Context: an optimization exercise on an open-source flow, tuned for few clock cycles. The choices shown serve that exercise and are no tape-out recipe. Only simulation tests tie the RTL to the original design; equivalence was not proved. Power is estimated from default activity; no workload was simulated.

==> flow/design.v <==
`default_nettype none
package dcache_pkg;
    localparam int c_DEF_INDEX_WIDTH  = 4;
    localparam int c_DEF_OFFSET_WIDTH = 2;
    localparam int c_WORD_LSB = 2;
    localparam int c_MISSQ_WIDTH = 3;
    localparam int c_SPARE_WAYS = 3;
    localparam int c_SPARE_SEL_WIDTH = 2;
    function automatic int index_lsb(input int offset_width);
        index_lsb = c_WORD_LSB + offset_width;
    endfunction
    function automatic int tag_lsb(input int offset_width, input int index_width);
        tag_lsb = c_WORD_LSB + offset_width + index_width;
    endfunction
endpackage
`default_nettype wire
`default_nettype none
module dcache_array
#(
    parameter int INDEX_WIDTH  = dcache_pkg::c_DEF_INDEX_WIDTH,
    parameter int OFFSET_WIDTH = dcache_pkg::c_DEF_OFFSET_WIDTH,
    parameter int SPARE_WAYS   = dcache_pkg::c_SPARE_WAYS,
    parameter int SW_WIDTH     = dcache_pkg::c_SPARE_SEL_WIDTH,
    parameter int TAG_WIDTH    = 32 - dcache_pkg::c_WORD_LSB - dcache_pkg::c_DEF_OFFSET_WIDTH - dcache_pkg::c_DEF_INDEX_WIDTH
) (
    input  logic                               clk,
    input  logic                               inval_all,
    input  logic [INDEX_WIDTH-1:0]             rd_index,
    output logic                               rd_valid,
    output logic                               rd_dirty,
    output logic [TAG_WIDTH-1:0]               rd_tag,
    output logic [32*(1<<OFFSET_WIDTH)-1:0]    rd_line,
    output logic [(1<<OFFSET_WIDTH)-1:0]       rd_pend,
    output logic [SPARE_WAYS-1:0]              rd_s_held,
    output logic [TAG_WIDTH*SPARE_WAYS-1:0]    rd_s_tags,
    output logic [32*(1<<OFFSET_WIDTH)*SPARE_WAYS-1:0] rd_s_lines,
    input  logic [SW_WIDTH-1:0]                wb_way,
    input  logic [INDEX_WIDTH-1:0]             wb_index,
    input  logic [OFFSET_WIDTH-1:0]            wb_word,
    output logic [31:0]                        wb_data,
    input  logic                               inst_en,
    input  logic [TAG_WIDTH-1:0]               inst_tag,
    input  logic                               inst_dirty,
    input  logic [(1<<OFFSET_WIDTH)-1:0]       inst_pend,
    input  logic                               inst_swap,
    input  logic [SW_WIDTH-1:0]                inst_swap_way,
    input  logic [SW_WIDTH-1:0]                inst_vic_way,
    input  logic                               st_en,
    input  logic [OFFSET_WIDTH-1:0]            st_word,
    input  logic [31:0]                        st_data,
    input  logic                               fill_en,
    input  logic [INDEX_WIDTH-1:0]             fill_index,
    input  logic [OFFSET_WIDTH-1:0]            fill_word,
    input  logic [31:0]                        fill_data,
    output logic                               fill_pend
);
    localparam int c_LINES = 1 << INDEX_WIDTH;
    localparam int c_WORDS = 1 << OFFSET_WIDTH;
    localparam int c_LBITS = 32 * c_WORDS;
    logic [c_LINES-1:0]   r_valid;
    logic [c_LINES-1:0]   r_dirty;
    logic [c_WORDS-1:0]   r_pend   [c_LINES];
    logic [TAG_WIDTH-1:0] r_tag    [c_LINES];
    logic [31:0]          r_data   [c_LINES][c_WORDS];
    logic [SPARE_WAYS-1:0] r_s_held [c_LINES];
    logic [TAG_WIDTH-1:0] r_s_tag  [SPARE_WAYS][c_LINES];
    logic [c_LBITS-1:0]   r_s_data [SPARE_WAYS][c_LINES];
    logic [c_LBITS-1:0]   w_swap_line;
    assign rd_valid  = r_valid[rd_index];
    assign rd_dirty  = r_dirty[rd_index];
    assign rd_tag    = r_tag[rd_index];
    assign rd_pend   = r_pend[rd_index];
    assign rd_s_held = r_s_held[rd_index];
    assign fill_pend = r_pend[fill_index][fill_word];
    assign wb_data   = r_s_data[wb_way][wb_index][32*wb_word +: 32];
    always_comb begin
        for (int w = 0; w < c_WORDS; w++) begin
            rd_line[32*w +: 32] = r_data[rd_index][w];
        end
        for (int k = 0; k < SPARE_WAYS; k++) begin
            rd_s_tags[TAG_WIDTH*k +: TAG_WIDTH] = r_s_tag[k][rd_index];
            rd_s_lines[c_LBITS*k +: c_LBITS]    = r_s_data[k][rd_index];
        end
    end
    assign w_swap_line = rd_s_lines[c_LBITS*inst_swap_way +: c_LBITS];
    always_ff @(posedge clk) begin
        if (inval_all) begin
            r_valid <= '0;
            r_dirty <= '0;
        end else begin
            if (inst_en) begin
                r_valid[rd_index] <= 1'b1;
                r_dirty[rd_index] <= inst_dirty;
            end else if (st_en) begin
                r_dirty[rd_index] <= 1'b1;
            end
        end
    end
    always_ff @(posedge clk) begin
        for (int l = 0; l < c_LINES; l++) begin
            if (inval_all) begin
                r_pend[l]   <= '0;
                r_s_held[l] <= '0;
            end else if (inst_en && rd_index == INDEX_WIDTH'(l)) begin
                r_pend[l] <= inst_pend;
                for (int k = 0; k < SPARE_WAYS; k++) begin
                    if (rd_valid && inst_vic_way == SW_WIDTH'(k)) begin
                        r_s_held[l][k] <= 1'b1;
                    end else if (inst_swap && inst_swap_way == SW_WIDTH'(k)) begin
                        r_s_held[l][k] <= 1'b0;
                    end
                end
            end else begin
                for (int w = 0; w < c_WORDS; w++) begin
                    if ((st_en && rd_index == INDEX_WIDTH'(l) && st_word == OFFSET_WIDTH'(w)) ||
                        (fill_en && fill_index == INDEX_WIDTH'(l) && fill_word == OFFSET_WIDTH'(w))) begin
                        r_pend[l][w] <= 1'b0;
                    end
                end
            end
        end
    end
    always_ff @(posedge clk) begin
        if (inst_en) begin
            r_tag[rd_index] <= inst_tag;
        end
    end
    always_ff @(posedge clk) begin
        for (int l = 0; l < c_LINES; l++) begin
            for (int w = 0; w < c_WORDS; w++) begin
                if (st_en && rd_index == INDEX_WIDTH'(l) && st_word == OFFSET_WIDTH'(w)) begin
                    r_data[l][w] <= st_data;
                end else if (inst_en && inst_swap && rd_index == INDEX_WIDTH'(l)) begin
                    r_data[l][w] <= w_swap_line[32*w +: 32];
                end else if (fill_en && fill_index == INDEX_WIDTH'(l) && fill_word == OFFSET_WIDTH'(w)) begin
                    r_data[l][w] <= fill_data;
                end
            end
        end
    end
    always_ff @(posedge clk) begin
        if (inst_en && rd_valid) begin
            r_s_tag[inst_vic_way][rd_index]  <= rd_tag;
            r_s_data[inst_vic_way][rd_index] <= rd_line;
        end
    end
endmodule
`default_nettype wire
`default_nettype none
module dcache_wb
#(
    parameter int INDEX_WIDTH  = dcache_pkg::c_DEF_INDEX_WIDTH,
    parameter int OFFSET_WIDTH = dcache_pkg::c_DEF_OFFSET_WIDTH
) (
    input  logic        clk,
    input  logic        rst,
    input  logic        cpu_cs,
    input  logic        cpu_we,
    input  logic [31:0] cpu_addr,
    input  logic [31:0] cpu_din,
    output logic [31:0] cpu_dout,
    output logic        cpu_stall,
    output logic        mem_cs,
    output logic        mem_we,
    output logic [31:0] mem_addr,
    output logic [31:0] mem_din,
    input  logic [31:0] mem_dout,
    input  logic        mem_ack,
    output logic [31:0] hit_cnt,
    output logic [31:0] miss_cnt
);
    localparam int TAG_WIDTH   = 32 - dcache_pkg::c_WORD_LSB - OFFSET_WIDTH - INDEX_WIDTH;
    localparam int c_INDEX_LSB = dcache_pkg::index_lsb(OFFSET_WIDTH);
    localparam int c_TAG_LSB   = dcache_pkg::tag_lsb(OFFSET_WIDTH, INDEX_WIDTH);
    localparam int c_LINES     = 1 << INDEX_WIDTH;
    localparam int c_WORDS     = 1 << OFFSET_WIDTH;
    localparam int c_QW        = dcache_pkg::c_MISSQ_WIDTH;
    localparam int c_Q         = 1 << c_QW;
    localparam int c_K         = dcache_pkg::c_SPARE_WAYS;
    localparam int c_WW        = dcache_pkg::c_SPARE_SEL_WIDTH;
    logic [TAG_WIDTH-1:0]    w_cpu_tag;
    logic [INDEX_WIDTH-1:0]  w_cpu_index;
    logic [OFFSET_WIDTH-1:0] w_cpu_word;
    assign w_cpu_tag   = cpu_addr[31:c_TAG_LSB];
    assign w_cpu_index = cpu_addr[c_TAG_LSB-1:c_INDEX_LSB];
    assign w_cpu_word  = cpu_addr[c_INDEX_LSB-1:dcache_pkg::c_WORD_LSB];
    logic [c_WW-1:0]         r_rr [c_LINES];
    logic [c_QW:0]           r_cnt;
    logic [c_QW-1:0]         r_head;
    logic [c_QW-1:0]         r_tail;
    logic [OFFSET_WIDTH:0]   r_step;
    logic [INDEX_WIDTH-1:0]  r_q_idx   [c_Q];
    logic [TAG_WIDTH-1:0]    r_q_tag   [c_Q];
    logic [OFFSET_WIDTH-1:0] r_q_crit  [c_Q];
    logic                    r_q_wb    [c_Q];
    logic [c_WW-1:0]         r_q_vway  [c_Q];
    logic [TAG_WIDTH-1:0]    r_q_vtag  [c_Q];
    logic [INDEX_WIDTH-1:0]  r_h_idx;
    logic [TAG_WIDTH-1:0]    r_h_tag;
    logic [OFFSET_WIDTH-1:0] r_h_crit;
    logic                    r_h_wb;
    logic [c_WW-1:0]         r_h_vway;
    logic [TAG_WIDTH-1:0]    r_h_vtag;
    logic                        w_rd_valid;
    logic                        w_rd_dirty;
    logic [TAG_WIDTH-1:0]        w_rd_tag;
    logic [32*c_WORDS-1:0]       w_rd_line;
    logic [c_WORDS-1:0]          w_rd_pend;
    logic [c_K-1:0]              w_rd_s_held;
    logic [TAG_WIDTH*c_K-1:0]    w_rd_s_tags;
    logic [32*c_WORDS*c_K-1:0]   w_rd_s_lines;
    logic [31:0]                 w_wb_data;
    logic                        w_inst_en;
    logic [c_WORDS-1:0]          w_inst_pend;
    logic [c_WW-1:0]             w_vic_way;
    logic                        w_st_en;
    logic                        w_fill_en;
    logic [INDEX_WIDTH-1:0]      w_fill_index;
    logic [OFFSET_WIDTH-1:0]     w_fill_word;
    logic                        w_fill_pend;
    logic                        w_s_hit;
    logic [c_WW-1:0]             w_s_way;
    dcache_array #(
        .INDEX_WIDTH  (INDEX_WIDTH),
        .OFFSET_WIDTH (OFFSET_WIDTH),
        .SPARE_WAYS   (c_K),
        .SW_WIDTH     (c_WW),
        .TAG_WIDTH    (TAG_WIDTH)
    ) u_array (
        .clk           (clk),
        .inval_all     (rst),
        .rd_index      (w_cpu_index),
        .rd_valid      (w_rd_valid),
        .rd_dirty      (w_rd_dirty),
        .rd_tag        (w_rd_tag),
        .rd_line       (w_rd_line),
        .rd_pend       (w_rd_pend),
        .rd_s_held     (w_rd_s_held),
        .rd_s_tags     (w_rd_s_tags),
        .rd_s_lines    (w_rd_s_lines),
        .wb_way        (r_h_vway),
        .wb_index      (r_h_idx),
        .wb_word       (r_step[OFFSET_WIDTH-1:0]),
        .wb_data       (w_wb_data),
        .inst_en       (w_inst_en),
        .inst_tag      (w_cpu_tag),
        .inst_dirty    (cpu_we),
        .inst_pend     (w_inst_pend),
        .inst_swap     (w_s_hit),
        .inst_swap_way (w_s_way),
        .inst_vic_way  (w_vic_way),
        .st_en         (w_st_en),
        .st_word       (w_cpu_word),
        .st_data       (cpu_din),
        .fill_en       (w_fill_en),
        .fill_index    (w_fill_index),
        .fill_word     (w_fill_word),
        .fill_data     (mem_dout),
        .fill_pend     (w_fill_pend)
    );
    logic [c_K-1:0]          w_s_match;
    logic [c_WW-1:0]         w_rd_rr;
    always_comb begin
        w_s_way = '0;
        for (int k = 0; k < c_K; k++) begin
            w_s_match[k] = w_rd_s_held[k] & (w_rd_s_tags[TAG_WIDTH*k +: TAG_WIDTH] == w_cpu_tag);
            if (w_s_match[k]) w_s_way = w_s_way | c_WW'(k);
        end
    end
    assign w_s_hit   = |w_s_match;
    assign w_rd_rr   = r_rr[w_cpu_index];
    assign w_vic_way = w_s_hit ? w_s_way : w_rd_rr;
    logic                    w_busy;
    logic                    w_rd_phase;
    logic [OFFSET_WIDTH-1:0] w_rd_word;
    logic                    w_last;
    assign w_busy     = (r_cnt != '0);
    assign w_rd_phase = w_busy & ~r_step[OFFSET_WIDTH];
    assign w_rd_word  = r_h_crit + r_step[OFFSET_WIDTH-1:0];
    assign w_last     = w_busy & mem_ack & (&r_step[OFFSET_WIDTH-1:0]) &
                        (r_step[OFFSET_WIDTH] | ~r_h_wb);
    logic                    w_res_hit;
    logic                    w_wpend;
    logic                    w_fwd;
    logic                    w_idx_busy;
    logic                    w_accept;
    logic                    w_done;
    always_comb begin
        w_idx_busy = 1'b0;
        for (int q = 0; q < c_Q; q++) begin
            if (c_QW'(q - int'(r_head)) < r_cnt[c_QW-1:0] || r_cnt[c_QW]) begin
                if (r_q_idx[q] == w_cpu_index) w_idx_busy = 1'b1;
            end
        end
    end
    assign w_res_hit = w_rd_valid & (w_rd_tag == w_cpu_tag);
    assign w_wpend   = w_rd_pend[w_cpu_word];
    assign w_fwd     = mem_ack & w_rd_phase & (r_h_idx == w_cpu_index) & (w_rd_word == w_cpu_word);
    assign w_accept  = cpu_cs & ~w_res_hit & ~r_cnt[c_QW] & ~w_idx_busy;
    assign w_done    = cpu_cs & ((w_res_hit & (cpu_we | ~w_wpend | w_fwd)) |
                                 (w_accept & cpu_we));
    assign cpu_stall = cpu_cs & ~w_done;
    assign cpu_dout  = w_wpend ? mem_dout : w_rd_line[32*w_cpu_word +: 32];
    always_comb begin
        for (int w = 0; w < c_WORDS; w++) begin
            w_inst_pend[w] = ~w_s_hit &
                             ~((cpu_we | (~w_busy & mem_ack)) && w_cpu_word == OFFSET_WIDTH'(w));
        end
    end
    assign w_inst_en    = w_accept & ~rst;
    assign w_st_en      = cpu_cs & cpu_we & w_done & ~rst;
    assign w_fill_index = w_busy ? r_h_idx : w_cpu_index;
    assign w_fill_word  = w_busy ? w_rd_word : w_cpu_word;
    assign w_fill_en    = mem_ack & ~rst &
                          (w_busy ? (w_rd_phase & w_fill_pend) : (w_accept & ~w_s_hit));
    always_ff @(posedge clk) begin
        for (int l = 0; l < c_LINES; l++) begin
            if (rst) begin
                r_rr[l] <= '0;
            end else if (w_accept && !w_s_hit && w_rd_valid && w_cpu_index == INDEX_WIDTH'(l)) begin
                r_rr[l] <= (w_rd_rr == c_WW'(c_K-1)) ? '0 : w_rd_rr + 1'b1;
            end
        end
    end
    assign mem_cs   = w_busy | (cpu_cs & ~w_res_hit);
    assign mem_we   = w_busy & r_step[OFFSET_WIDTH];
    assign mem_addr = ~w_busy ? {cpu_addr[31:dcache_pkg::c_WORD_LSB], 2'b00} :
                      r_step[OFFSET_WIDTH] ? {r_h_vtag, r_h_idx, r_step[OFFSET_WIDTH-1:0], 2'b00} :
                                             {r_h_tag, r_h_idx, w_rd_word, 2'b00};
    assign mem_din  = w_wb_data;
    always_ff @(posedge clk) begin
        if (rst) begin
            r_cnt  <= '0;
            r_head <= '0;
            r_tail <= '0;
            r_step <= '0;
        end else begin
            r_cnt <= r_cnt + (c_QW+1)'(w_accept) - (c_QW+1)'(w_last);
            if (w_accept) begin
                r_tail <= r_tail + 1'b1;
            end
            if (w_last) begin
                r_head <= r_head + 1'b1;
                r_step <= '0;
            end else if (w_busy) begin
                if (mem_ack) r_step <= r_step + 1'b1;
            end else if (w_accept && mem_ack) begin
                r_step <= (OFFSET_WIDTH+1)'(1);
            end
        end
    end
    always_ff @(posedge clk) begin
        if (w_accept) begin
            r_q_idx[r_tail]  <= w_cpu_index;
            r_q_tag[r_tail]  <= w_cpu_tag;
            r_q_crit[r_tail] <= w_cpu_word;
            r_q_wb[r_tail]   <= w_rd_valid & w_rd_dirty;
            r_q_vway[r_tail] <= w_vic_way;
            r_q_vtag[r_tail] <= w_rd_tag;
        end
    end
    logic [c_QW-1:0] w_next_head;
    assign w_next_head = r_head + 1'b1;
    always_ff @(posedge clk) begin
        if ((w_last && r_cnt == (c_QW+1)'(1)) || !w_busy) begin
            if (w_accept) begin
                r_h_idx  <= w_cpu_index;
                r_h_tag  <= w_cpu_tag;
                r_h_crit <= w_cpu_word;
                r_h_wb   <= w_rd_valid & w_rd_dirty;
                r_h_vway <= w_vic_way;
                r_h_vtag <= w_rd_tag;
            end
        end else if (w_last) begin
            r_h_idx  <= r_q_idx[w_next_head];
            r_h_tag  <= r_q_tag[w_next_head];
            r_h_crit <= r_q_crit[w_next_head];
            r_h_wb   <= r_q_wb[w_next_head];
            r_h_vway <= r_q_vway[w_next_head];
            r_h_vtag <= r_q_vtag[w_next_head];
        end
    end
    assign hit_cnt  = 32'h0;
    assign miss_cnt = 32'h0;
endmodule
`default_nettype wire
==> flow/run.sh <==
#!/bin/bash
# synth_recipe.tcl (not shown) runs the flow's synth.tcl, then flattens the netlist and writes it again
# the make line also repeats each setting of config.mk as NAME=value (left out here)
make -C /OpenROAD-flow-scripts/flow DESIGN_CONFIG=/design/flow/config.mk WORK_HOME=/design/flow/orfs CLKGATE_MAP_FILE= SYNTH_SCRIPT=/design/flow/synth_recipe.tcl finish
==> flow/config.mk <==
export PLATFORM = sky130hd
export DESIGN_NAME = dcache_wb
export DESIGN_NICKNAME = dcache_wb
export VERILOG_FILES = /design/flow/design.v
export SDC_FILE = /design/flow/constraint.sdc
export NUM_CORES = 4
export LEC_CHECK = 0
export CAP_MARGIN = 20
export CORE_MARGIN = 2
export CORE_UTILIZATION = 30
export PLACE_DENSITY = 0.38
export SETUP_SLACK_MARGIN = 0.2
export SLEW_MARGIN = 20
export SYNTH_MEMORY_MAX_BITS = 65536
==> flow/constraint.sdc <==
create_clock -name core_clock -period 9.0 [get_ports {clk}]
set_input_delay 1.8000 -clock core_clock [delete_from_list [all_inputs] [get_ports {clk}]]
set_output_delay 1.8000 -clock core_clock [all_outputs]
set_load 0.01 [all_outputs]
==> results.yml, run 1 <==
outcome:
  status: "finished clean"
floorplanning:
  core_area_um2: 1628000
  die_h_um: 1281
  die_w_um: 1281
  die_area_um2: 1641000
  rows: 469
  io_pins: 264
  start_util: 0.3004
worst_setup_path:
  critPathTopFamily: "buffers and inverters"
  cp-start-kind: "primary input"
  ff2ff_setup_slack_ns: 1.71
  cp.arrival_ns: 7.00
  critPathMaxFanout: 39
  reg2reg_depth: 15
  crit_path_top_delay_cell: "mux4_2"
  rr_startpoint: "r_head[0]"
  path_depth: 13
  worstPathCellList: "buf_16 > inv_16 > ha_4 > inv_1 > nor2_4 > buf_12 > buf_4 > a22o_1 > a221oi_1 > nand3_2 > mux4_2 > mux2_2 > clkdlybuf4s50_1"
  cpPeakStageDelay_ns: 0.71
  required_ns: 7.20
  crit_start: "cpu_addr[4]"
  path_buf_inv: 6
  critPathKind: "primary input to output pin"
  crit_end: "cpu_dout[10]"
  r2r_end: "r_q_vtag[0][19]"
  end_kind: "output pin"
route:
  drc: 0
  first_pass_iters: 6
  first_iter_violations: 64230
  viasPerCell: 6.388
  wl_per_cell_um: 47.70
  vias: 367200
  antenna_left: 0
  wl_um: 2742000
timing:
  rsz0062_at_grt: "false"
  hold_violations: 0
  fmax_mhz: 113.6
  fin_crit_ns: 8.805
  fin_crit_sh: 0.9783
  report.final.slew_viol_count: 0
  skew_ns: 0.1397
  tightest_slew_ns: 1.248
  setup_viol: 0
  relSlewSlack: 0.1590
cts:
  clk_pin_slew_ns: 0.05
  clk_latency_ns: 1.38
  htreeDepth: 7
  cts_buffers: 1333
  postCtsHoldBufs: 0
  cts-root-buf: "clkbuf_16"
  tritoncts: "done"
  numClockSinks: 10430
  max-clock-path-buffers: 6
grt:
  grt_usage: 0.3217
  overflow: 0
  grt_pass1_wl_um: 3525000
  grt_pass1_vias: 342900
  grt_max_degree: 103
  antenna_found_initial: 326
place:
  gp_congestion: 0.9151
  dpl.hpwl_um: 1702000
  dpl-instance-area_um2: 538600
  io_buffers: 195
yosys:
  synth_edf_count: 10240
  synth_cell_type_count: 113
  synth_warnings: 6
  synth_area_um2: 489200
  ys_seq_area_frac: 0.6364
  syn_inst: 33860
  ys.flop_type: "edfxtp_1"
  synth_seq_cells: 10430
  avgSynthCellArea_um2: 14.45
  async_reset_ff_frac: 0
cells_and_area:
  layout.nets: 34860
  area_growth_pct: 18.31
  drive_gt1_frac: 0.2234
  finalInstanceArea_um2: 578800
  fin_util: 0.3554
power_and_ir_drop:
  p_leak_nw: 184.9
  vdd_drop_max_uv: 204.1
  p_per_area_nw_per_um2: 246.9
min_path:
  worst_hold_path_type: "flop to flop"
run:
  maxCapViolations: 0
-- power by group --
part | internal (mW) | leakage (nW) | total (mW) | switching [mW]
combinational | 13.6 | 71.8 | 36.4 | 22.7
clock | 29.4 | 19.5 | 51.3 | 21.9
sequential | 54.9 | 93.6 | 55.2 | 0.309
-- logic make-up (layout without fill, tap and decap cells) --
group	count (synthesis)	after routing	share of synthesized area
and+or+nand+nor	5643	5643	0.05145
muxes	4395	4395	0.1521
other	1	206	0.000007665
xor gates and xnor gates	134	134	0.002399
buffers and inverters	3324	5071	0.03053
AOI/OAI and AO/OA	9906	9906	0.1264
adders and majority gates	28	28	0.0007315
DFF	10430	10430	0.6364
-- cells in the mapped netlist, drive strengths merged (545+ instances only) --
master	count	area share
a21oi	2305	0.024
a221oi	733	0.013
a22oi	821	0.013
buf	1482	0.016
clkbuf	1783	0.014
edfxtp	10240	0.63
mux2	601	0.014
mux2i	1422	0.029
mux4	2372	0.11
nand2	1698	0.013
nand2b	547	0.0070
nand3	545	0.0059
nor2	2176	0.017
o21ai	3584	0.037
-- worst min-delay path: stages (launching register included) --
cell     delay, ns
dfxtp_1       0.30
inv_1         0.06
a21oi_1       0.06
-- timing repair --
item / CTS / global route
resized for setup: 0 / 1
buffers inserted: 0 / 0
hold endpoints to repair: 0 / 0
setup endpoints to repair: 0 / 1
-- per-stage QoR --
step | worst slack, ns | hold slack [ns] | std cells | total power, mW | TNS, ns
global route | 0.2362 | 0.4898 | 57370 | 146.1 | 0
CTS | 0.2321 | 0.4582 | 57340 | 143.1 | 0
finish | 0.1951 | 0.4615 | 57480 | 142.9 | 0
global placement | -0.2586 | 0.4429 | 55060 | 92.21 | -143.09
floorplan | -1.781 | 0.4225 | 33930 | 75.71 | -9253.85
detailed placement | 0.07358 | 0.4475 | 55060 | 92.18 | 0
-- per-layer routing --
metal | vias to the layer above | wire, um | track usage
met1 | 197200 | 1129000 | 0.4479
li1 | 138400 | - | -
met3 | 5299 | 269400 | 0.06615
met4 | 72 | 149100 | 0.1500
met2 | 26280 | 1194000 | 0.4818
met5 | - | 438 | 0
-- sequential cells by signal (all words and copies together), names as in the netlist, 32 cells and up --
signal and count:
r_q_idx 32, r_q_tag 192, r_q_vtag 192, r_rr 32
u_array.r_data 2048, u_array.r_pend 64, u_array.r_s_data 6144, u_array.r_s_held 48
u_array.r_s_tag 1152, u_array.r_tag 384
-- final cells by class --
cell class,instances,area (um^2)
repair buffers,2737,32750
fillers,155000,1050000
well taps,21670,27110
inverters,59,279.0
clock inverters,599,4471
clock buffers,1676,35310
diodes,140,350.3
multi-input cells,20170,167200
flip-flops and latches,10430,311300
-- worst min-delay path by stage --
stage | startpoint | end | slack (ns) | cells after the start
global route | u_array.r_dirty[5] | u_array.r_dirty[5] | 0.49 | 2
floorplan | u_array.r_dirty[5] | u_array.r_dirty[5] | 0.42 | 2
global placement | u_array.r_valid[7] | u_array.r_valid[7] | 0.44 | 2
finish | u_array.r_dirty[5] | u_array.r_dirty[5] | 0.46 | 2
detailed placement | u_array.r_dirty[5] | u_array.r_dirty[5] | 0.45 | 2
CTS | u_array.r_dirty[5] | u_array.r_dirty[5] | 0.46 | 2
-- placed cells by master (no fill, tap or decap), types with 306 or more instances in the layout --
| cell | synthesis | final |
|---|---|---|
| mux2i_1 | 1422 | 1416 |
| mux4_2 | 2372 | 2372 |
| a221oi_1 | 732 | 731 |
| nor2_1 | 2173 | 2125 |
| a21oi_1 | 2305 | 2291 |
| a22oi_1 | 818 | 817 |
| buf_4 | 254 | 1607 |
| buf_12 | 6 | 957 |
| nand2b_1 | 547 | 542 |
| nand2_1 | 1695 | 1651 |
| o22ai_1 | 442 | 408 |
| clkbuf_16 | 0 | 1359 |
| a22o_1 | 433 | 433 |
| o21ai_0 | 3423 | 3356 |
| edfxtp_1 | 10240 | 10240 |
| nand3_1 | 512 | 407 |
| clkbuf_1 | 1780 | 306 |
| mux2_2 | 581 | 577 |
Testbench counts, summed over its fixed seeds: cycles 134,573.
==> run 2, diff against run 1 <==
--- a/flow/design.v
+++ b/flow/design.v
@@ -4,7 +4,7 @@
     localparam int c_DEF_OFFSET_WIDTH = 2;
     localparam int c_WORD_LSB = 2;
-    localparam int c_MISSQ_WIDTH = 3;
-    localparam int c_SPARE_WAYS = 3;
-    localparam int c_SPARE_SEL_WIDTH = 2;
+    localparam int c_MISSQ_WIDTH = 2;
+    localparam int c_SPARE_WAYS = 1;
+    localparam int c_SPARE_SEL_WIDTH = 1;
     function automatic int index_lsb(input int offset_width);
         index_lsb = c_WORD_LSB + offset_width;
@@ -35,8 +35,4 @@
     output logic [TAG_WIDTH*SPARE_WAYS-1:0]    rd_s_tags,
     output logic [32*(1<<OFFSET_WIDTH)*SPARE_WAYS-1:0] rd_s_lines,
-    input  logic [SW_WIDTH-1:0]                wb_way,
-    input  logic [INDEX_WIDTH-1:0]             wb_index,
-    input  logic [OFFSET_WIDTH-1:0]            wb_word,
-    output logic [31:0]                        wb_data,
     input  logic                               inst_en,
     input  logic [TAG_WIDTH-1:0]               inst_tag,
@@ -73,5 +69,4 @@
     assign rd_s_held = r_s_held[rd_index];
     assign fill_pend = r_pend[fill_index][fill_word];
-    assign wb_data   = r_s_data[wb_way][wb_index][32*wb_word +: 32];
     always_comb begin
         for (int w = 0; w < c_WORDS; w++) begin
@@ -194,12 +189,12 @@
     logic [OFFSET_WIDTH-1:0] r_q_crit  [c_Q];
     logic                    r_q_wb    [c_Q];
-    logic [c_WW-1:0]         r_q_vway  [c_Q];
     logic [TAG_WIDTH-1:0]    r_q_vtag  [c_Q];
+    logic [32*c_WORDS-1:0]   r_q_vdata [c_Q];
     logic [INDEX_WIDTH-1:0]  r_h_idx;
     logic [TAG_WIDTH-1:0]    r_h_tag;
     logic [OFFSET_WIDTH-1:0] r_h_crit;
     logic                    r_h_wb;
-    logic [c_WW-1:0]         r_h_vway;
     logic [TAG_WIDTH-1:0]    r_h_vtag;
+    logic [32*c_WORDS-1:0]   r_h_vdata;
     logic                        w_rd_valid;
     logic                        w_rd_dirty;
@@ -210,5 +205,4 @@
     logic [TAG_WIDTH*c_K-1:0]    w_rd_s_tags;
     logic [32*c_WORDS*c_K-1:0]   w_rd_s_lines;
-    logic [31:0]                 w_wb_data;
     logic                        w_inst_en;
     logic [c_WORDS-1:0]          w_inst_pend;
@@ -239,8 +233,4 @@
         .rd_s_tags     (w_rd_s_tags),
         .rd_s_lines    (w_rd_s_lines),
-        .wb_way        (r_h_vway),
-        .wb_index      (r_h_idx),
-        .wb_word       (r_step[OFFSET_WIDTH-1:0]),
-        .wb_data       (w_wb_data),
         .inst_en       (w_inst_en),
         .inst_tag      (w_cpu_tag),
@@ -328,5 +318,5 @@
                       r_step[OFFSET_WIDTH] ? {r_h_vtag, r_h_idx, r_step[OFFSET_WIDTH-1:0], 2'b00} :
                                              {r_h_tag, r_h_idx, w_rd_word, 2'b00};
-    assign mem_din  = w_wb_data;
+    assign mem_din  = r_h_vdata[32*r_step[OFFSET_WIDTH-1:0] +: 32];
     always_ff @(posedge clk) begin
         if (rst) begin
@@ -356,6 +346,6 @@
             r_q_crit[r_tail] <= w_cpu_word;
             r_q_wb[r_tail]   <= w_rd_valid & w_rd_dirty;
-            r_q_vway[r_tail] <= w_vic_way;
-            r_q_vtag[r_tail] <= w_rd_tag;
+            r_q_vtag[r_tail]  <= w_rd_tag;
+            r_q_vdata[r_tail] <= w_rd_line;
         end
     end
@@ -369,6 +359,6 @@
                 r_h_crit <= w_cpu_word;
                 r_h_wb   <= w_rd_valid & w_rd_dirty;
-                r_h_vway <= w_vic_way;
-                r_h_vtag <= w_rd_tag;
+                r_h_vtag  <= w_rd_tag;
+                r_h_vdata <= w_rd_line;
             end
         end else if (w_last) begin
@@ -377,6 +367,6 @@
             r_h_crit <= r_q_crit[w_next_head];
             r_h_wb   <= r_q_wb[w_next_head];
-            r_h_vway <= r_q_vway[w_next_head];
-            r_h_vtag <= r_q_vtag[w_next_head];
+            r_h_vtag  <= r_q_vtag[w_next_head];
+            r_h_vdata <= r_q_vdata[w_next_head];
         end
     end
--- a/flow/config.mk
+++ b/flow/config.mk
@@ -8,6 +8,6 @@
 export CAP_MARGIN = 20
 export CORE_MARGIN = 2
-export CORE_UTILIZATION = 30
-export PLACE_DENSITY = 0.38
+export CORE_UTILIZATION = 28
+export PLACE_DENSITY = 0.33
 export SETUP_SLACK_MARGIN = 0.2
 export SLEW_MARGIN = 20
==> run 2 against run 1 <==
Net effect: first-iteration DRC count fell by 66%; critical path depth down 1; clock power decreased by 44%; synthesized cell count decreased by 50%; cell count decreased by 46%; setup slack worse by 0.047 ns; highest routed layer unchanged; register-to-register slack better by 1.1 ns.
==> results.yml, run 2 <==
outcome:
  status: "finished clean"
grt:
  met3_usage: 0.03601
  grt_pass1_vias: 173500
  overflow: 0
  top_usage_layer: "met2"
  grtUsageMet2: 0.4285
  grt_pass1_wl_um: 1837000
  antenna_found_initial: 153
  grt_usage: 0.2762
  met1_usage: 0.4031
  grt_max_degree: 89
place:
  dpl.hpwl_um: 885800
  gp_congestion: 0.9012
  io_buffers: 195
  post-place-cells: 29690
cells_and_area:
  area_growth_pct: 16.97
  stdcell_count: 31040
  drive_gt1_frac: 0.3542
  top_regs: "u_array.r_data (2048), u_array.r_s_data (2048), r_q_vdata (512)"
  fillers: 94740
  seq_area_um2: 176000
  final_cell_mix: "edfxtp_1 (5779), mux2_2 (2833), mux4_2 (1024)"
  layout.nets: 17570
  multi_input_area_um2: 92930
  final_common_cell: "edfxtp_1"
  fin_util: 0.3288
route:
  first_pass_iters: 6
  viasPerCell: 5.668
  first_iter_violations: 21760
  drc: 0
  wl_per_cell_um: 45.59
  antenna_left: 0
  vias: 175900
  wl_um: 1415000
floorplanning:
  rows: 364
  start_util: 0.2811
  die_w_um: 997.3
  die_area_um2: 994600
  io_pins: 264
  die_h_um: 997.3
  core_area_um2: 982800
yosys:
  synth_area_um2: 276300
  synth_seq_cells: 5901
  syn_inst: 17030
  yosys.area_share.simple: 0.03088
  ys_seq_area_frac: 0.6370
  avgSynthCellArea_um2: 16.22
  synth_compound_area_frac: 0.05960
  yosysMostFrequentCell: "edfxtp_1"
  synth_top_family_by_area: "multiplexers"
  synth.largest_area_cell: "edfxtp_1"
  synth_xor_area_frac: 0.002441
  synthMuxAreaShare: 0.2364
  synth_area_leaders: "edfxtp_1 (63%), mux2_2 (12%), mux4_2 (8.3%)"
  synth_warnings: 6
  synth_fa_ha_area_frac: 0.0008424
  synth_common_cells: "edfxtp_1 (5779), mux2_2 (2833), clkbuf_1 (1252)"
  ys.flop_type: "edfxtp_1"
  synth_top_area_share: 0.6282
  synth_cell_type_count: 92
  synth_edf_count: 5779
  async_reset_ff_frac: 0
timing:
  skew_ns: 0.1184
  relSlewSlack: 0.1354
  hold_violations: 0
  hold_ws_ns: 0.4628
  report.final.slew_viol_count: 0
  setup_viol: 0
  tightest_slew_ns: 1.287
  rsz0062_at_grt: "false"
  fmax_mhz: 113.0
  setup_tns_ns: 0
  fin_crit_ns: 8.852
  fin_crit_sh: 0.9835
worst_setup_path:
  end_kind: "output pin"
  required_ns: 7.20
  cp-start-kind: "primary input"
  worst_path_most_repeated_cell: "nor2_4"
  critPathKind: "primary input to output pin"
  worstPathCellList: "buf_16 > inv_2 > ha_1 > inv_1 > nor2_4 > nor2_4 > buf_4 > a21oi_1 > nand3_1 > mux4_2 > mux2_2 > clkdlybuf4s50_1"
  critPathTopFamily: "buffers and inverters"
  crit_path_top_delay_cell: "nor2_4"
  path_buf_inv: 5
  cpPeakStageDelay_ns: 0.86
  critPathMaxFanout: 34
  cp.arrival_ns: 7.05
  ff2ff_setup_slack_ns: 2.79
cts:
  cts-root-buf: "clkbuf_16"
  cts_setup_buffers: 0
  max-clock-path-buffers: 5
  htreeDepth: 6
  postCtsHoldBufs: 0
  cts_buffers: 747
  tritoncts: "done"
  clk_latency_ns: 1.18
  clk_pin_slew_ns: 0.06
  numClockSinks: 5901
  ctsResizeCount: 0
min_path:
  worst_hold_path_type: "flop to flop"
power_and_ir_drop:
  p_int_mw: 51.10
  p_sw_frac: 0.2823
  sequentialPowerShare: 0.454
  p_leak_nw: 101.9
  p_total_mw: 71.20
  comb_power_share: 0.144
  p_sw_mw: 20.10
  p_per_area_nw_per_um2: 220.3
  clock_power_share: 0.402
  vdd_drop_max_uv: 199.7
run:
  maxCapViolations: 0
==> run 2: worst register-to-register path: stages (launching register included) <==
cell	delay (ns)
edfxtp_1	0.37
mux4_2	0.50
mux4_2	0.85
xnor2_1	0.38
nand2_1	0.07
nand4b_1	0.17
nor4_1	0.35
nand3_1	0.17
buf_4	0.25
a21boi_4	0.84
buf_4	0.34
nand2_4	0.35
o211ai_1	0.72
buf_4	0.30
buf_12	0.19
==> run 2: metrics by stage <==
| step | area, um^2 | setup WS [ns] |
|---|---|---|
| floorplan | 276500 | 0.2242 |
| global route | 323100 | 0.2580 |
| CTS | 323100 | 0.2854 |
| finish | 323100 | 0.1482 |
| global placement | 300700 | 0.07223 |
| detailed placement | 300800 | 0.2939 |
==> run 2: layout make-up <==
class / count / area share
antenna: 36 / 0.0002788
tap: 12990 / 0.05031
inverter: 87 / 0.001324
sequential: 5901 / 0.5446
clock inverter: 349 / 0.007848
multi-input combinational: 9245 / 0.2876
clock buffer: 960 / 0.06094
timing repair buffer: 1468 / 0.04708
==> run 2: final timing paths <==
kind	from	end	cells after the start
min	u_array.r_dirty[15]	u_array.r_dirty[15]	2
max reg2reg	u_array.r_tag[10][12]	u_array.r_data[12][10]	14
max	cpu_addr[4]	cpu_dout[11]	12
min reg2reg	u_array.r_dirty[15]	u_array.r_dirty[15]	2
==> run 2: power groups by stage <==
| stage | Sequential (mW) | Clock, mW | Combinational, mW |
|---|---|---|---|
| floorplan | 32.8 | 0 | 4.70 |
| global placement | 32.9 | 0 | 10.4 |
| detailed placement | 32.9 | 0 | 10.3 |
| CTS | 32.3 | 29.3 | 10.4 |
| global route | 32.4 | 30.2 | 10.7 |
| finish | 32.3 | 28.6 | 10.3 |
==> run 2: per-layer routing <==
metal  wire length [um]  vias up
met4              50010       14
li1                   -    69310
met1             651700    97560
met3              79300     1684
met5                 99        -
met2             633900     7373
==> run 2: logic make-up (layout without fill, tap and decap cells) <==
group           after synthesis  in the layout
other cells                   1            102
fa+ha+maj                    18             18
compound gates             2386           2386
mux                        4885           4885
xor+xnor                     77             77
buf+inv                    1952           2864
flops                      5901           5901
simple gates               1813           1813
Testbench counts of run 2, summed over its fixed seeds: cycles 135,873.
==> run 3, diff against run 2 <==
--- a/flow/design.v
+++ b/flow/design.v
@@ -5,5 +5,5 @@
     localparam int c_WORD_LSB = 2;
     localparam int c_MISSQ_WIDTH = 2;
-    localparam int c_SPARE_WAYS = 1;
+    localparam int c_SPARE_WAYS = 2;
     localparam int c_SPARE_SEL_WIDTH = 1;
     function automatic int index_lsb(input int offset_width);
==> run 3 against run 2 <==
Net effect: register-to-register slack got worse by 0.07 ns; synthesized cell count increased by 32%; power increased by 40%; first-iteration DRC count increased by 45%; global-route usage decreased by 1.0 points; largest power group unchanged.
==> results.yml, run 3 <==
cells_and_area:
  drive_gt1_frac: 0.2266
  layout.nets: 23510
  finalInstanceArea_um2: 433900
  top_regs: "u_array.r_s_data (4096), u_array.r_data (2048), u_array.r_s_tag (768)"
  final_cell_mix: "edfxtp_1 (8211), mux2i_1 (2336), nand2_1 (1821)"
  area_growth_pct: 18.86
  largest_reg_flops: 4096
  fin_util: 0.3336
  regMostFlops: "u_array.r_s_data"
  final_common_cell: "edfxtp_1"
worst_setup_path:
  cpPeakStageDelay_ns: 0.69
  worst_path_most_repeated_cell: "buf_4"
  critPathMaxFanout: 18
  end_kind: "output pin"
  reg2reg_depth: 15
  critPathKind: "primary input to output pin"
  r2r_end: "u_array.r_data[49][14]"
  crit_path_top_delay_cell: "nand4_1"
  required_ns: 7.20
  path_buf_inv: 5
  critPathTopFamily: "buffers and inverters"
  rr_startpoint: "r_head[1]"
  ff2ff_setup_slack_ns: 2.72
  worstPathCellList: "buf_16 > inv_2 > ha_2 > nor3b_2 > buf_4 > buf_4 > a22o_1 > a221oi_1 > nand3_1 > a21oi_1 > nand4_1 > mux4_2 > mux2_2 > clkdlybuf4s50_1"
  cp-start-kind: "primary input"
  cp.arrival_ns: 6.88
power_and_ir_drop:
  comb_power_share: 0.125
  vdd_drop_max_uv: 199.3
  p_sw_mw: 27.01
  p_leak_nw: 133.8
  p_int_mw: 72.37
  clock_power_share: 0.420
  sequentialPowerShare: 0.455
  p_sw_frac: 0.2718
  p_per_area_nw_per_um2: 229.0
min_path:
  min_to: "u_array.r_dirty[6]"
  worstHoldStart: "u_array.r_dirty[6]"
  worst_hold_path_type: "flop to flop"
  hold_depth: 2
route:
  viasPerCell: 5.545
  drc: 0
  first_iter_violations: 31450
  wl_um: 1801000
  first_pass_iters: 8
  wl_per_cell_um: 43.44
  antenna_left: 0
  vias: 229900
cts:
  postCtsHoldBufs: 0
  max-clock-path-buffers: 6
  tritoncts: "done"
  clk_latency_ns: 1.30
  htreeDepth: 7
  cts-root-buf: "clkbuf_16"
  cts_buffers: 1120
  numClockSinks: 8365
  ctsResizeCount: 0
  cts_setup_buffers: 0
  clk_pin_slew_ns: 0.06
floorplanning:
  die_area_um2: 1313000
  die_w_um: 1146
  die_h_um: 1146
  core_area_um2: 1301000
  io_pins: 264
  rows: 419
  start_util: 0.2807
timing:
  hold_violations: 0
  tightest_slew_ns: 1.236
  fin_crit_sh: 0.9639
  relSlewSlack: 0.1758
  report.final.slew_viol_count: 0
  fmax_mhz: 115.3
  skew_ns: 0.1018
  rsz0062_at_grt: "false"
  fin_crit_ns: 8.675
  setup_viol: 0
yosys:
  ys.flop_type: "edfxtp_1"
  syn_inst: 22510
  synth_edf_count: 8211
  async_reset_ff_frac: 0
  synth_area_um2: 365100
  avgSynthCellArea_um2: 16.22
  synth_seq_cells: 8365
  ys_seq_area_frac: 0.6838
  yosysMostFrequentCell: "edfxtp_1"
  synth_area_leaders: "edfxtp_1 (68%), mux4_2 (11%), mux2i_1 (6.4%)"
  synth_common_cells: "edfxtp_1 (8211), mux2i_1 (2341), nand2_1 (1828)"
  synth_top_area_share: 0.6754
  synth_warnings: 6
  synth_cell_type_count: 89
  synth.largest_area_cell: "edfxtp_1"
place:
  gp_congestion: 0.8493
  dpl-instance-area_um2: 401000
  io_buffers: 195
  dpl.hpwl_um: 1117000
grt:
  grt_pass1_vias: 224900
  antenna_found_initial: 197
  grt_usage: 0.2659
  grt_pass1_wl_um: 2342000
  overflow: 0
  grt_max_degree: 94
outcome:
  status: "finished clean"
run:
  maxCapViolations: 0
run 3: cell types whose count changed after synthesis, sizes merged, moves of 553 or more:
cell / previous run / this run
mux2i: 977 / 2341
nor2: 597 / 1150
mux4: 1024 / 1761
o21ai: 347 / 1147
nand2: 297 / 1828
mux2: 2884 / 185
edfxtp: 5779 / 8211
run 3: kinds of logic (layout without fill, tap and decap cells):
logic type,Yosys count,count (layout),synth area share
buffers and inverters,2286,3834,0.02791
flip-flops,8365,8365,0.6838
AO/OA/AOI/OAI,3746,3746,0.06464
other,1,137,0.00001027
AND/OR/NAND/NOR,3687,3687,0.04152
adder cells (fa/ha/maj),18,18,0.0006374
multiplexers,4287,4287,0.1785
XOR/XNOR,121,121,0.002941
run 3: how the worst max path moves through the flow:
stage | end | cells past startpoint | from | slack [ns]
floorplan | r_q_crit[1][0] | 12 | cpu_addr[4] | -0.74
global placement | cpu_stall | 16 | cpu_addr[4] | 0.42
detailed placement | cpu_stall | 16 | cpu_addr[4] | 0.38
CTS | cpu_stall | 16 | cpu_addr[4] | 0.37
global route | cpu_stall | 16 | cpu_addr[4] | 0.26
finish | cpu_dout[27] | 14 | cpu_addr[4] | 0.32
run 3: stage by stage:
stage / total power, mW / setup TNS, ns / cells / hold slack (ns) / worst slack (ns)
finish: 99.38 / 0 / 41460 / 0.4480 / 0.3247
detailed placement: 58.51 / 0 / 39530 / 0.4409 / 0.3849
CTS: 100.5 / 0 / 41390 / 0.4498 / 0.3700
global route: 102.4 / 0 / 41400 / 0.4854 / 0.2577
global placement: 58.51 / 0 / 39530 / 0.4433 / 0.4155
floorplan: 51.53 / -1133.52 / 22580 / 0.4184 / -0.7395
run 3: power groups by stage:
stage                     clock network [mW]  logic (mW)  registers, mW
after floorplan                            0        5.52           46.0
after global placement                     0        12.5           46.0
after detailed placement                   0        12.5           46.0
after CTS                               42.8        12.5           45.2
after global routing                    44.2        13.0           45.3
final                                   41.8        12.4           45.2
run 3: tightest hold or removal path, delay by kind of cell (launching register included):
| kind | cells | cell delay (ns) |
|---|---|---|
| flops | 1 | 0.31 |
| buf+inv | 1 | 0.05 |
| compound gates | 1 | 0.05 |
run 3: cell type report:
cell class                       count  area, um^2
Tap cell                         17260       21600
Multi-Input combinational cell   11930      107300
Timing Repair Buffer              1917       22100
Antenna cell                        71       177.7
Fill cell                       124600      866700
Clock buffer                      1426       29800
Inverter                            63       364.1
Clock inverter                     428        2910
Sequential cell                   8365      249700
run 3: layer usage:
layer  up-vias  wire length (um)  GRT usage
met2     10410            812500     0.4144
met1    126100            812200     0.3846
met3      2222            117700    0.04108
met5         -                85          0
li1      91100                 -          -
met4        14             58520    0.07614
Testbench counts of run 3, summed over its fixed seeds: cycles 135,257.

re-timing with driven ports:
No port has a modelled driver above. Below, the same layouts with a new extraction and two added sets of constraints.
Step 1 (the two cells are an assumption about what drives the block):
set clk [get_ports {clk}]
set_driving_cell -lib_cell sky130_fd_sc_hd__clkbuf_16 $clk
set_driving_cell -lib_cell sky130_fd_sc_hd__buf_2 [delete_from_list [all_inputs] $clk]
Step 2 times the ports against the registers' clock, not the clock port: input delays grow and output delays shrink by t, the midpoint of the rising clock arrivals with the driver on.
Slacks: no drivers / after step 1 / after step 2; pairs: no drivers / after step 1.
run | t (ns) | setup slack, ns | hold slack, ns
run 1 | 1.526 | 0.195 / 0.106 / -0.322 | 0.462 / 0.462 / 0.462
run 2 | 1.260 | 0.148 / 0.056 / -0.018 | 0.463 / 0.463 / 0.463
run 3 | 1.422 | 0.325 / 0.233 / 0.233 | 0.448 / 0.448 / 0.448
Met with ideal ports but missed after step 2: setup timing in run 1 and run 2. For run 1, which loses most, drivers alone change the setup slack by -0.089 ns; drivers and shift together by -0.517 ns.
